This design comes from an exercise in tuning for small area, a short achievable clock period and few clock cycles per item on the open sky130 flow, not from production work.
The RTL was checked by simulation tests, not by an equivalence proof against the original design.
Power figures rest on the tool's default switching activity, not on a simulated workload.

the reference run:
Design alu_pipe, start of the top module:
module alu_pipe #(
  parameter  int WIDTH = 32,
  localparam int SHW   = $clog2(WIDTH)
) (
  input  logic             clock,
  input  logic             reset,
  input  logic             in_valid,
  output logic             in_ready,
  input  logic [WIDTH-1:0] aluin1,
  input  logic [WIDTH-1:0] aluin2,
  input  logic [2:0]       opselect,
  input  logic [2:0]       operation,
  input  logic [SHW-1:0]   shift_number,
  output logic             out_valid,
  input  logic             out_ready,
  output logic [WIDTH-1:0] aluout,
  output logic             carryout,
  output logic             overflow,
  output logic             zero,
  output logic             illegal
);
  logic        r_valid;
  logic [31:0] r_a, r_b;      
  logic [2:0]  r_op;
  logic [4:0]  r_n;
  logic        r_arith, r_hadd, r_sub, r_logic, r_shift, r_mul, r_ill;
  logic [2:0]  cnt_r;
  logic        d_sel_al, d_shift, d_mul, d_hadd, d_sub;
  logic        in_fire_s, out_free_s, r_leave_s, mul_act_s, step_s;
  logic [7:0]  lo_in;
  logic [31:0] m_hi_a, m_hi_b;
  logic        m_hi_c;
  assign d_sel_al = (opselect == alu_pkg::ARITH_LOGIC);
  assign d_shift  = (opselect == alu_pkg::SHIFT_REG) && !(operation[2] && operation[1]);
  assign d_mul    = (opselect == alu_pkg::MUL) && (operation[2:1] == 2'b00);
  assign d_hadd   = d_sel_al && (operation == alu_pkg::HADD);
  assign d_sub    = d_sel_al && (operation == alu_pkg::SUB);
  assign mul_act_s  = r_valid && r_mul;
  assign step_s     = mul_act_s && !cnt_r[2] && ((cnt_r != 3'd0) || out_free_s);
  assign out_free_s = !out_valid || out_ready;
  assign r_leave_s  = r_valid && (!r_mul || cnt_r[2]) && out_free_s;
  ...
Size in the first run: roughly 3600 cells after synthesis, roughly 260 flip-flops, ~120 I/O pins.
make LEC_CHECK=0 ABC_AREA=1 CAP_MARGIN=20 CORE_MARGIN=2 CORE_UTILIZATION=30 SETUP_SLACK_MARGIN=3.1 SLEW_MARGIN=20 finish   # period 6.0 ns
run.sh (not shown) runs the stock make flow with config.mk's settings and CLKGATE_MAP_FILE= SYNTH_SCRIPT=/design/flow/synth_recipe.tcl, a recipe that flattens the netlist after the stock synthesis.
Testbench counts of the reference run, summed over its fixed seeds: cycles 47,732, ops 32,000.
#### Input delta (the trial run over the reference run)
--- a/flow/design.v
+++ b/flow/design.v
@@ -24,18 +24,17 @@
   output logic [31:0] hi_a,
   output logic [31:0] hi_b,
   output logic        hi_c       
 );
   localparam int AW = 42;                         
   localparam logic [31:0] UNBIAS = 32'h55555556;  
   logic [33:0] s_r, c_r;
   logic [7:0]  ls_r, lc_r;        
-  logic [3:0]  one_r, two_r, neg_r;      
-  logic [3:0]  one_rn, two_rn, neg_rn;   
+  logic [3:0]  one_r, two_r, neg_r;
   logic [3:0]    one_n, two_n, neg_n;
   logic [33:0]   pp [4];
   logic [AW-1:0] r0, r1, r2, r3, r4, r5;
   logic [AW-1:0] as, ac, bs, bc, cs, cc, ds, dc;
   logic [8:0]    low;
   logic [33:0]   neg_pre;
   logic [8:0]    win_n;
   logic [31:0] b_st;
@@ -47,20 +46,18 @@
       one_n[t] = win_n[2*t] ^ win_n[2*t+1];
       two_n[t] = (win_n[2*t+2] & ~win_n[2*t+1] & ~win_n[2*t]) |
                  (~win_n[2*t+2] & win_n[2*t+1] & win_n[2*t]);
     end
   end
   always_comb begin
     for (int t = 0; t < 4; t++) begin
       logic [33:0] sel;
-      sel[16:0]  = ({17{one_r[t]}} & a[16:0]) | ({17{two_r[t]}} & {a[15:0], 1'b0});
-      sel[33:17] = ({17{!one_rn[t]}} & {a[31], a[31], a[31:17]}) | ({17{!two_rn[t]}} & {a[31], a[31:16]});
-      sel[16:0]  = sel[16:0] ^ {17{neg_r[t]}};
-      sel[33:17] = sel[33:17] ^ {17{!neg_rn[t]}};
+      sel = ({34{one_r[t]}} & {{2{a[31]}}, a}) | ({34{two_r[t]}} & {a[31], a, 1'b0});
+      sel = sel ^ {34{neg_r[t]}};
       pp[t] = {~sel[33], sel[32:0]};
     end
   end
   assign r0 = AW'(s_r);
   assign r1 = AW'(c_r);
   assign r2 = AW'(pp[0]);
   assign r3 = AW'({pp[1], 2'b00});
   assign r4 = AW'({pp[2], 4'b0000});
@@ -94,22 +91,19 @@
     end else begin
       s_r   <= neg_pre;
       c_r   <= '0;
       ls_r  <= '0;
       lc_r  <= '0;
     end
   end
   always_ff @(posedge clock) begin
-    one_r  <= one_n;
-    two_r  <= two_n;
-    neg_r  <= neg_n;
-    one_rn <= ~one_n;
-    two_rn <= ~two_n;
-    neg_rn <= ~neg_n;
+    one_r <= one_n;
+    two_r <= two_n;
+    neg_r <= neg_n;
   end
   assign hi_a = s_r[31:0] ^ c_r[31:0] ^ UNBIAS;
   assign hi_b = {(s_r[30:0] & c_r[30:0]) | (s_r[30:0] & UNBIAS[30:0]) | (c_r[30:0] & UNBIAS[30:0]),
                  1'b0};
   assign hi_c = low_cy;
 endmodule
 module alu_pipe #(
   parameter  int WIDTH = 32,
@@ -161,24 +155,23 @@
   assign nx_r_mul     = in_fire_s ? d_mul : r_mul;
   assign nx_cnt       = in_fire_s ? 3'd0 : (step_s ? cnt_r + 3'd1 : cnt_r);
   assign nx_out_valid = out_free_s ? r_leave_s : out_valid;
   assign nx_done      = nx_r_valid && (!nx_r_mul || nx_cnt[2]);
   always_ff @(posedge clock or posedge reset) begin
     if (reset) begin
       irdy_a <= 1'b1;
       irdy_b <= 1'b0;
+      fin_r  <= 1'b0;
     end else begin
       irdy_a <= !nx_r_valid || (nx_done && !nx_out_valid);
       irdy_b <= nx_done;
+      fin_r  <= nx_r_valid && nx_r_mul && nx_cnt[2];
     end
   end
-  always_ff @(posedge clock) begin
-    fin_r <= nx_r_valid && nx_r_mul && nx_cnt[2];
-  end
   always_ff @(posedge clock or posedge reset) begin
     if (reset) begin
       r_valid <= 1'b0;
     end else if (in_ready) begin
       r_valid <= in_valid;
     end
   end
   always_ff @(posedge clock) begin
Notes after the runs:
In the reports for the trial run and the reference run, the larger total number of cells along the worst setup path belongs to the trial run.
Summary of the comparison: highest cell delay on the worst timing path is higher in the trial run, relative to the reference run.
Looking at area of all placed cells without fillers, the trial run sits 0.0016 mm2 lower than the reference run does.
Worst clock skew: the trial run vs the reference run up 13 ps
The critical-path cell with the highest stage delay comes out sky130_fd_sc_hd__fa_1 in one run and sky130_fd_sc_hd__buf_6 in the other, namely in the trial run and the reference run respectively.
Number of buffer and inverter stages on the critical path | the trial run below the reference run
Comparing combinational power share for the trial run and the reference run, the bigger number came from the trial run.
Sort the trial run and the reference run by cell count, descending, and the reference run comes first.
When the trial run is measured against the reference run, its standby leakage power turns out about 4.6% lower.
Testbench counts of the trial run, summed over its fixed seeds: cycles 47,732, ops 32,000.

re-timing with driven ports:
The flow's constraints put no driver on any port. The routed layouts listed below were extracted and timed again, unchanged, in two steps. Step 1 sets driving cells, clkbuf_16 on the clock port and buf_2 on the other inputs (assumed; they add their load-dependent delay and slew). Step 2 moves the port delays by t, midway between the first and last clock arrival at a register: inputs arrive t later, outputs are due t later. That takes back most of the time a late clock gives input paths. Slacks: no drivers / after step 1 / after step 2; pairs: no drivers / after step 1.
| run | t (ns) | setup slack, ns | worst hold slack (ns) | slew at the worst register clock pin (ns) |
|---|---|---|---|---|
| the reference run | 0.686 | 2.950 / 2.904 / 2.556 | 0.445 / 0.445 / 0.445 | 0.07 / 0.07 |
| the trial run | 0.702 | 2.991 / 2.991 / 2.468 | 0.431 / 0.431 / 0.431 | 0.08 / 0.08 |
After both steps every run listed still meets setup and hold. The setup slack of the trial run, which loses most, moves by 0.000 ns with the drivers and by -0.523 ns with both steps.
